Source: an optimization exercise on an open RTL-to-GDS flow (aim: small area and a short achievable clock period). Production flows keep margins and buffers that such runs may drop.
Where RTL was checked, it was by simulation tests only, not by an equivalence proof against the original.
Power is estimated from default activity; no workload was simulated.

// data_mem_responder
module data_mem_responder #(
   parameter int ADDR_W      = ADDR_W_DEF,
   parameter int DATA_W      = DATA_W_DEF,
   parameter int WAIT_CYCLES = 2
) (
   input  logic                 clk,
   input  logic                 rst,
   input  logic                 req,
   input  logic                 we,
   input  logic [ADDR_W+1:0]    addr,
   input  logic [DATA_W-1:0]    wdata,
   output logic [DATA_W-1:0]    rdata,
   output logic                 ack,
   output logic                 err,
   output logic                 busy
);
   localparam int N = 2**ADDR_W;
   logic              busy_q, w1_q, ack_q, err_q;
   logic              we_q, mis_q;
   logic              st_q;        
   logic              pend_q;      
   logic [ADDR_W-1:0] phase_q, pos_q, npos2;
   logic [N-1:0]      hit_q, hit_d;   
   logic              anyhit_q;
   logic [DATA_W-1:0] buf_q;
   logic [DATA_W-1:0] rdata_q, ring_rdata;
   logic [N-1:0]      slot_we;
   logic [N/2-1:0]    rsel;        
   logic              accept, done, wr;
   assign accept  = req & ~busy_q;
   assign done    = req & rst & w1_q;                 
   assign wr      = (done & st_q) | pend_q;           
   assign slot_we = hit_q & {N{wr}};
   data_mem_responder_array #(.ADDR_W(ADDR_W), .DATA_W(DATA_W)) u_array (
      .clk     (clk),
      .we_i    (slot_we),
      .wdata_i (buf_q),
      .rsel_i  (rsel),
      .rdata_o (ring_rdata)
   );
   assign npos2 = pos_q + 2'd2;
   always_comb begin
      for (int k = 0; k < N/2; k++)
         rsel[k] = (pos_q == ADDR_W'(2*k));
      for (int s = 0; s < N; s++)
         hit_d[s] = (s % TAP_STEP == 0) && (npos2 == ADDR_W'(s));
   end
   always_ff @(posedge clk) begin
      phase_q  <= phase_q + 1'b1;
      pos_q    <= accept ? (addr[ADDR_W+1:2] + phase_q) : (pos_q + 1'b1);
      hit_q    <= hit_d;
  ...
clock: 4.5 ns
lec_check: 0
cap_margin: 20
core_margin: 2
core_utilization: 65
cts_buf_list: sky130_fd_sc_hd__clkbuf_4 sky130_fd_sc_hd__clkbuf_8
cts_cluster_size: 30
setup_slack_margin: 2.3
slew_margin: 20
run.sh (not shown) runs the stock make flow with config.mk's settings and CLKGATE_MAP_FILE= SYNTH_SCRIPT=/design/flow/synth_recipe.tcl, a recipe that flattens the netlist after the stock synthesis.
Rerun with:
- CORE_UTILIZATION: 65 -> 40
- CTS_BUF_LIST: sky130_fd_sc_hd__clkbuf_4 sky130_fd_sc_hd__clkbuf_8 -> unset
- CTS_CLUSTER_SIZE: 30 -> unset
Effect:
- design area barely changes
- die area increases by well over a third
- clock-buffer cell count decreases by 210
- core utilization decreases by 32 points
- worst setup slack is better by 0.25 ns
No run of this note included a check of the RTL's function; only the layout flow was run.

---

== job 101 ==
Another version of the RTL of data_mem_responder (not shown whole).
For scale: about 4700 cells after synthesis, about 59000 um2 of cells after synthesis.
export LEC_CHECK = 0
export CAP_MARGIN = 20
export CORE_MARGIN = 2
export CORE_UTILIZATION = 40
export SETUP_SLACK_MARGIN = 2.4
export SLEW_MARGIN = 20
create_clock -name core_clock -period 4.5 [get_ports {clk}]
standard.sh (not shown) runs the stock make flow with config.mk's settings and CLKGATE_MAP_FILE= SYNTH_SCRIPT=/design/flow/synth_recipe.tcl, a recipe that flattens the netlist after the stock synthesis.
==> flow/flow/run.sh <==
#!/bin/bash
# The standard layout, with clock tree synthesis told to form sink clusters of up to 24
# flip-flops within 100 um and not to add dummy loads.
set -euo pipefail
bash standard.sh \
  CTS_ARGS="-sink_clustering_enable -repair_clock_nets -sink_clustering_size 24 -sink_clustering_max_diameter 100 -dont_use_dummy_load" \
  finish > standard.log 2>&1
Job 101 | stages: all done | timing, DRC, antenna: all pass
## Diff of input files: job 102 against job 101
==> flow/run.sh (new file) <==
#!/bin/bash
# synth_recipe.tcl (not shown) runs the flow's synth.tcl, then flattens the netlist and writes it again
# the make line also repeats each setting of config.mk as NAME=value (left out here)
make -C /OpenROAD-flow-scripts/flow DESIGN_CONFIG=/design/flow/config.mk WORK_HOME=/design/flow/orfs CLKGATE_MAP_FILE= SYNTH_SCRIPT=/design/flow/synth_recipe.tcl finish
--- a/flow/config.mk
+++ b/flow/config.mk
@@ -8,5 +8,7 @@
 export CAP_MARGIN = 20
 export CORE_MARGIN = 2
-export CORE_UTILIZATION = 40
+export CORE_UTILIZATION = 50
+export CTS_CLUSTER_DIAMETER = 100
+export CTS_CLUSTER_SIZE = 24
 export SETUP_SLACK_MARGIN = 2.4
 export SLEW_MARGIN = 20
removed: flow/flow/run.sh
removed: flow/standard.sh
==> comparison <==
Clock share of power came out higher on job 102 than on job 101.
Result for job 101 and job 102: all clean
Delta (job 102 minus job 101): first-pass GRT wire length went up; critical path depth lost 1; number of buffers inserted during clock tree synthesis grew by 1.0%.
req as the worst setup path startpoint was reported by job 101, and busy_q by job 102.
Register cell area after layout of job 102 is on par with job 101.
Comparing relative max-transition margin for job 101 and job 102, the smaller number came from job 102.
Compared to job 101, job 102 shows a narrower setup margin.
Summary of job 102 over job 101: routed metal-1 wirelength saw a decrease; fraction of standard cell area that is sequential decreased by 0.28 points relative to the old numbers; final total power now larger; weighted congestion at the end of routability-driven global placement fell 1.3%.
diff inputs: job 102 => job 103
--- a/flow/config.mk
+++ b/flow/config.mk
@@ -8,7 +8,7 @@
 export CAP_MARGIN = 20
 export CORE_MARGIN = 2
-export CORE_UTILIZATION = 50
+export CORE_UTILIZATION = 40
 export CTS_CLUSTER_DIAMETER = 100
-export CTS_CLUSTER_SIZE = 24
-export SETUP_SLACK_MARGIN = 2.4
+export CTS_CLUSTER_SIZE = 30
+export SETUP_SLACK_MARGIN = 2.3
 export SLEW_MARGIN = 20
## What came out
Looking at the reports, job 103 completed the entire flow and the layout it produced met the timing, DRC and antenna checks. Comparing job 103 and job 102, the higher final wirelength was measured on job 102. Job 103: sequential share of power is 2.0 points higher than what job 102 reported. Delta (job 103 minus job 102): detailed-route wire length on metal 1 saw an increase, reported net switching power saw a decrease, number of setup buffers added after CTS saw a decrease.

---

Setup of job 6673:
Starting RTL as in the previous note.
Settings: LEC_CHECK=0, CAP_MARGIN=20, CORE_MARGIN=2, CORE_UTILIZATION=40, CTS_CLUSTER_DIAMETER=100, CTS_CLUSTER_SIZE=24, PLACE_DENSITY=0.75, SETUP_SLACK_MARGIN=2.4, SLEW_MARGIN=20; clock period 4.5 ns.
run.sh (not shown) runs the stock make flow with config.mk's settings and CLKGATE_MAP_FILE= SYNTH_SCRIPT=/design/flow/synth_recipe.tcl, a recipe that flattens the netlist after the stock synthesis.
Stock flow here: none of the scripts above is used.
Input changes introduced in job 8020 (baseline for comparison: job 6673):
- PLACE_DENSITY no longer set, was 0.75
- CTS_CLUSTER_SIZE now 28, was 24
==> results.txt <==
- Comparing job 6673 against job 8020, there is no change at all in number of max-cap violations.
- The higher final cell count of job 6673 and job 8020 is in job 6673.
- Maximum number of pins on one net before global-route repair in job 8020 is 9 lower than in job 6673
- [job 8020] share of power burned in the clock network fell 1.0 points relative to job 6673
- Looking at pre-CTS setup slack across job 6673 and job 8020, the one that comes out higher is job 6673.
- Part of the power in registers ends up higher on job 8020.
For job 2727, these inputs were changed with respect to job 8020:
- swapping 28 for 24 in CTS_CLUSTER_SIZE
### Flow results
Job 2727 completed; timing, DRC and antenna clean. Job 8020: flow completed, timing, DRC and antenna clean. Measured against each other, job 2727 and job 8020 differ in met2 global-route usage, the higher figure coming from job 8020. Any difference in total track usage between job 2727 and job 8020 is small enough to ignore. Job 2727 consumes more power than job 8020 does. Any difference in global-route wire length before repair between job 8020 and job 2727 is small enough to ignore.

---

Setup of run 1:
Starting RTL as in the previous note.
make LEC_CHECK=0 CAP_MARGIN=20 CORE_MARGIN=2 CORE_UTILIZATION=40 CTS_CLUSTER_DIAMETER=100 CTS_CLUSTER_SIZE=24 SETUP_SLACK_MARGIN=2.35 SLEW_MARGIN=20 finish   # period 4.5 ns
Every stage of the flow completed for run 1, and the final layout passed the timing, DRC and antenna checks.
## Diff of input files: run 2 against run 1
- swapping 20 for 30 in CAP_MARGIN
- swapping 20 for 30 in SLEW_MARGIN
- swapping 2.35 for 2.4 in SETUP_SLACK_MARGIN
Results
- Clock tree buffer count of the final layout ended up 2 higher on run 2 than on run 1.
- Diff run 1 -> run 2: flip-flop and latch count comparable; first-iteration DRC count rose by about 2.5%; placement-stage cell area level.
- Routed wire length: run 2 vs run 1 down 4000 um
- For run 2, the end point of the critical path was rdata[0], unlike run 1, where it was err.
Relative to run 2, the following input files were edited for run 3:
- CAP_MARGIN now 20, was 30
- PLACE_DENSITY now 0.5, previously not set
- SLEW_MARGIN now 20, was 30
[summary]
- As far as hold buffer count at CTS is concerned, run 2 and run 3 perform about the same.
- Diff run 2 -> run 3: routed wire length +about 8%; register fraction of the total cell area -0.84 points; maximum vdd drop +16%; number of buffers inserted to repair setup after CTS +56.
- The destination of the critical timing path comes out rdata[0] in one run and rdata[2] in the other, namely in run 2 and run 3 respectively.

---

== alpha ==
Starting RTL as in the previous note.
Settings: LEC_CHECK=0, CAP_MARGIN=20, CORE_MARGIN=2, CORE_UTILIZATION=40, CTS_CLUSTER_DIAMETER=100, CTS_CLUSTER_SIZE=24, SETUP_SLACK_MARGIN=2.5, SLEW_MARGIN=20; clock period 4.5 ns.
alpha: no failed stages, no open violations at the end
> inputs changed (alpha -> beta)
Settings: changing SETUP_SLACK_MARGIN from 2.5 to 2.3.
Findings:
beta | status: complete | timing, DRC, antenna: pass
Sequential cell area fraction in the yosys report: beta vs alpha identical
[beta] clock-buffer cell count rose 6 relative to alpha
beta vs. alpha: worst slack at placement went down by 0.025 ns.
Compared with alpha, beta shows via count that has gone down by a few percent.
Modified inputs, gamma compared to beta
Settings: changing CAP_MARGIN from 20 to 10; changing SETUP_SLACK_MARGIN from 2.3 to 2.4; changing SLEW_MARGIN from 20 to 10.
==> results.txt <==
A library cell contributing the largest single delay on the critical path of sky130_fd_sc_hd__dfxtp_4 is what gamma shows, while sky130_fd_sc_hd__dfxtp_2 belongs to beta.
Compared gamma vs beta, and multi-input combinational area share is up in gamma.
Compared to beta, gamma has fraction of area in non-clock buffers 0.60 points higher.
Worst hold slack was higher in beta than in gamma.
Going from beta to gamma, final worst-path cycle share now sits lower, initial antenna violation count now sits lower, total vias in the final route now sits higher, part of the total power dissipated in the clock network now sits lower.
Setup WNS beta -> gamma: better
The highest signal layer in the routed design comes out met5 in one run and met4 in the other, namely in gamma and beta respectively.
gamma vs beta: average via count per standard cell up slightly
Register area share after synthesis: gamma vs beta identical
On count of hold buffers inserted by post-cts repair, beta tracks gamma almost exactly.
diff inputs: gamma => delta
Settings: SLEW_MARGIN changed from 10 to 20; SETUP_SLACK_MARGIN changed from 2.4 to 2.45; CAP_MARGIN changed from 10 to 20.
--- outcome ---
delta vs gamma on cell area power density: delta is the lower one. Diff gamma..delta | netlist area before placement | unchanged. Maximum cell stage delay along the critical path (lower): gamma. Relative to gamma, the required arrival time at the worst endpoint of delta is higher by 1.49 ns. Signed area change from the synthesized netlist to the final layout | delta above gamma. Delta (delta minus gamma): total wire length after detailed routing now larger, static power due to leakage now larger, final critical path time including I/O delays and setup comparable.
[inputs] epsilon vs delta
Settings: GPL_ROUTABILITY_DRIVEN now 0, previously not set; SETUP_SLACK_MARGIN now 2.4, was 2.45.
## What came out
No run among epsilon and delta stopped early or left any final violation; all are clean. As of epsilon, final cell count had fallen slightly compared to delta. Comparing delta with epsilon, the fmax came out essentially unchanged. Between delta and epsilon, the clock-cell share of area does not differ in any meaningful way. Changes observed in epsilon relative to delta: sequential fraction of design power up 0.7 points; wire length of the first global-routing pass down 5100 um. Compared with delta, epsilon ends up with a smaller final cell area.

---

## P
The RTL this note starts from:
==> flow/design.v <==
package data_mem_responder_pkg;
   localparam int ADDR_W_DEF = 6;
   localparam int DATA_W_DEF = 32;
   localparam int TAP_STEP   = 3;
endpackage
import data_mem_responder_pkg::*;
module data_mem_responder_array #(
   parameter int ADDR_W = ADDR_W_DEF,
   parameter int DATA_W = DATA_W_DEF
) (
   input  logic                   clk,
   input  logic [2**ADDR_W-1:0]   we_i,     
   input  logic [2**ADDR_W-1:0]   hold_i,   
   input  logic [DATA_W-1:0]      wdata_i,
   input  logic [2**ADDR_W/2-1:0] rsel_i,   
   input  logic                   rinv_i,   
   output logic [DATA_W-1:0]      rdata_o
);
   localparam int N = 2**ADDR_W;
   logic [DATA_W-1:0] slot_q [N];
   logic [DATA_W-1:0] rd_pos, rd_neg;
   function automatic logic inverted(input int s);
      inverted = ((s / TAP_STEP + 1) % 2) == 1;
   endfunction
   for (genvar s = 0; s < N; s++) begin : g_slot
      if (s % TAP_STEP == 0) begin : g_tap
         logic [DATA_W-1:0] wd;
         assign wd = inverted(s) ? wdata_i : ~wdata_i;
         always_ff @(posedge clk)
            slot_q[s] <= ~(({DATA_W{we_i[s]}} & wd) | ({DATA_W{hold_i[s]}} & slot_q[(s + N - 1) % N]));
      end else begin : g_pass
         always_ff @(posedge clk)
            slot_q[s] <= slot_q[(s + N - 1) % N];
      end
   end
   always_comb begin
      rd_pos = '0;
      rd_neg = '0;
      for (int k = 0; k < N/2; k++)
         if (inverted(2*k)) rd_neg = rd_neg | (slot_q[2*k] & {DATA_W{rsel_i[k]}});
         else               rd_pos = rd_pos | (slot_q[2*k] & {DATA_W{rsel_i[k]}});
   end
   assign rdata_o = rd_pos | ({DATA_W{rinv_i}} & ~rd_neg);
endmodule
import data_mem_responder_pkg::*;
module data_mem_responder #(
   parameter int ADDR_W      = ADDR_W_DEF,
   parameter int DATA_W      = DATA_W_DEF,
   parameter int WAIT_CYCLES = 2
) (
   input  logic                 clk,
   input  logic                 rst,
   input  logic                 req,
   input  logic                 we,
   input  logic [ADDR_W+1:0]    addr,
   input  logic [DATA_W-1:0]    wdata,
   output logic [DATA_W-1:0]    rdata,
   output logic                 ack,
   output logic                 err,
   output logic                 busy
);
   localparam int N = 2**ADDR_W;
   logic              busy_q, w1_q, ack_q, err_q;
   logic              we_q, mis_q;
   logic              st_q;        
   logic              pend_q;      
   logic [ADDR_W-1:0] phase_q, pos_q, pos_d, npos2;
   logic [N-1:0]      hit_q, nhit_q, hit_d;
   logic              anyhit_q;
   logic [N/2-1:0]    rsel_q, rsel_d;  
   logic              rinv_q, rinv_d;
   logic [DATA_W-1:0] buf_q;
   logic [DATA_W-1:0] rdata_q, ring_rdata;
   logic              accept, done, wr;
   function automatic logic inverted(input int s);
      inverted = ((s / TAP_STEP + 1) % 2) == 1;
   endfunction
   assign accept = req & ~busy_q;
   assign done   = req & rst & w1_q;                  
   assign wr     = (done & st_q) | pend_q;            
   data_mem_responder_array #(.ADDR_W(ADDR_W), .DATA_W(DATA_W)) u_array (
      .clk     (clk),
      .we_i    (hit_q & {N{wr}}),
      .hold_i  (nhit_q | {N{~wr}}),
      .wdata_i (buf_q),
      .rsel_i  (rsel_q),
      .rinv_i  (rinv_q),
      .rdata_o (ring_rdata)
   );
   assign pos_d = accept ? (addr[ADDR_W+1:2] + phase_q) : (pos_q + 1'b1);
   assign npos2 = pos_q + 2'd2;
   always_comb begin
      for (int s = 0; s < N; s++)
         hit_d[s] = (s % TAP_STEP == 0) && (npos2 == ADDR_W'(s));
      rinv_d = 1'b0;
      for (int k = 0; k < N/2; k++) begin
         rsel_d[k] = (pos_d == ADDR_W'(2*k));
         if (inverted(2*k)) rinv_d = rinv_d | rsel_d[k];
      end
   end
   always_ff @(posedge clk) begin
      phase_q  <= phase_q + 1'b1;
      pos_q    <= pos_d;
      hit_q    <= hit_d;
      nhit_q   <= ~hit_d;
      anyhit_q <= |hit_d;
      rsel_q   <= rsel_d;
      rinv_q   <= rinv_d;
      pend_q   <= wr & ~anyhit_q;
      if (accept) begin
         we_q  <= we;
         mis_q <= (addr[1:0] != 2'b00);
         buf_q <= wdata;
      end else if (!we_q) begin
         buf_q <= ring_rdata;
      end
   end
   always_ff @(posedge clk) begin
      if (!rst) begin
         busy_q  <= 1'b0;
         w1_q    <= 1'b0;
         ack_q   <= 1'b0;
         st_q    <= 1'b0;
         err_q   <= 1'b0;
         rdata_q <= '0;
      end else begin
         busy_q <= req;
         w1_q   <= req & busy_q & ~w1_q & ~ack_q;
         ack_q  <= req & (w1_q | ack_q);
         st_q   <= req & (accept ? (we & (addr[1:0] == 2'b00)) : (st_q & ~w1_q & ~ack_q));
         if (done) begin
            err_q <= mis_q;
            if (mis_q) rdata_q <= '0;
            else if (!we_q) rdata_q <= pos_q[0] ? buf_q : ring_rdata;
         end else if (ack_q && !req) begin
            err_q <= 1'b0;
         end
      end
   end
   assign ack   = ack_q;
   assign busy  = busy_q;
   assign err   = err_q;
   assign rdata = rdata_q;
endmodule
make LEC_CHECK=0 CAP_MARGIN=20 CORE_MARGIN=2 CORE_UTILIZATION=40 CTS_BUF_LIST=sky130_fd_sc_hd__clkbuf_8 SETUP_SLACK_MARGIN=2.3 SLEW_MARGIN=20 finish   # period 4.5 ns
P | stages: all done | timing, DRC, antenna: all pass
Edits applied to the flow inputs when going from P to Q:
-- flow/config.mk --
<<< P, line 9
export CORE_MARGIN = 2
export CORE_UTILIZATION = 40
export CTS_BUF_LIST = sky130_fd_sc_hd__clkbuf_8
export SETUP_SLACK_MARGIN = 2.3
export SLEW_MARGIN = 20
>>> Q, line 9
export CORE_MARGIN = 2
export CORE_UTILIZATION = 40
export SETUP_SLACK_MARGIN = 1.8
export SLEW_MARGIN = 20
## What came out
Q finished all stages; the layout is clean. Diff P -> Q: fraction of power spent switching nets down 0.85 points; total of clock buffers placed in the layout down 155; logic gate share of total power down 0.7 points. Between P and Q, the clock buffer and inverter area fraction after layout does not differ in any meaningful way. Smallest setup slack after layout ended up 310 ps lower on Q than on P. The more densely filled core belongs to P, not Q.
The following lists how R was set up differently from Q:
-- flow/config.mk --
<<< Q, line 9
export CORE_MARGIN = 2
export CORE_UTILIZATION = 40
export SETUP_SLACK_MARGIN = 1.8
export SLEW_MARGIN = 20
>>> R, line 9
export CORE_MARGIN = 2
export CORE_UTILIZATION = 40
export SETUP_SLACK_MARGIN = 2.45
export SLEW_MARGIN = 20
Results
- In the reports for R and Q, the smaller count of clock-buffer cells in the layout belongs to R.
- On R: worst setup slack is 410 ps higher than what Q gave.
- The higher pre-CTS worst setup slack came out of Q.
- Re hold slack: Q was higher than R.
- R vs Q: ratio of final minimum period to clock period down
- Q has a lower power of the combinational group than R.
- R vs Q: TritonCTS buffer count up slightly
- Compared with Q, in R area fraction of clock buffers and clock inverters fell by 0.26 points, number of nets at the end of the flow rose by 2.3%.

-- port drivers added, routing unchanged --
How much do the figures lean on ideal ports? The routed layouts below were timed once more, with nothing changed but the port constraints. Step 1 assumes that a clkbuf_16 drives the clock port and a buf_2 every other input. Step 2 adds t to the input delays and takes it off the output delays; t is the mean of the earliest and latest rising clock arrival at the registers after step 1. Input paths then give back, and output paths get back, about the clock's delay inside the block. Slacks: no drivers / after step 1 / after step 2; pairs: no drivers / after step 1.
| run | shift t [ns] | setup slack, ns | worst data-port slew with drivers (ns) |
|---|---|---|---|
| the first run of note 1 | 1.044 | 1.610 / 1.610 / 1.367 | 0.05 |
| the second run of note 1 | 0.926 | 1.862 / 1.862 / 1.520 | 0.06 |
| job 101 | 0.806 | 2.301 / 2.247 / 1.547 | 0.06 |
| job 102 | 0.808 | 2.274 / 2.222 / 1.548 | 0.06 |
| job 103 | 0.825 | 2.244 / 2.245 / 1.481 | 0.05 |
| job 6673 | 0.804 | 2.225 / 2.181 / 1.508 | 0.06 |
| job 8020 | 0.806 | 2.333 / 2.252 / 1.580 | 0.06 |
| job 2727 | 0.826 | 2.304 / 2.227 / 1.567 | 0.06 |
| run 1 | 0.817 | 2.280 / 2.202 / 1.577 | 0.06 |
| run 2 | 0.815 | 2.332 / 2.252 / 1.569 | 0.06 |
| run 3 | 0.841 | 2.310 / 2.224 / 1.585 | 0.06 |
| alpha | 0.807 | 2.303 / 2.222 / 1.594 | 0.05 |
| beta | 0.830 | 2.243 / 2.239 / 1.508 | 0.05 |
| gamma | 0.826 | 2.306 / 2.228 / 1.575 | 0.06 |
| delta | 0.797 | 2.308 / 2.262 / 1.599 | 0.05 |
| epsilon | 0.826 | 2.304 / 2.227 / 1.567 | 0.06 |
| P | 1.073 | 2.107 / 2.029 / 1.212 | 0.04 |
| Q | 0.898 | 1.795 / 1.763 / 0.954 | 0.05 |
| R | 0.897 | 2.210 / 2.240 / 1.372 | 0.05 |
After both steps every run listed still meets setup and hold. The setup slack of P, which loses most, moves by -0.078 ns with the drivers and by -0.895 ns with both steps.
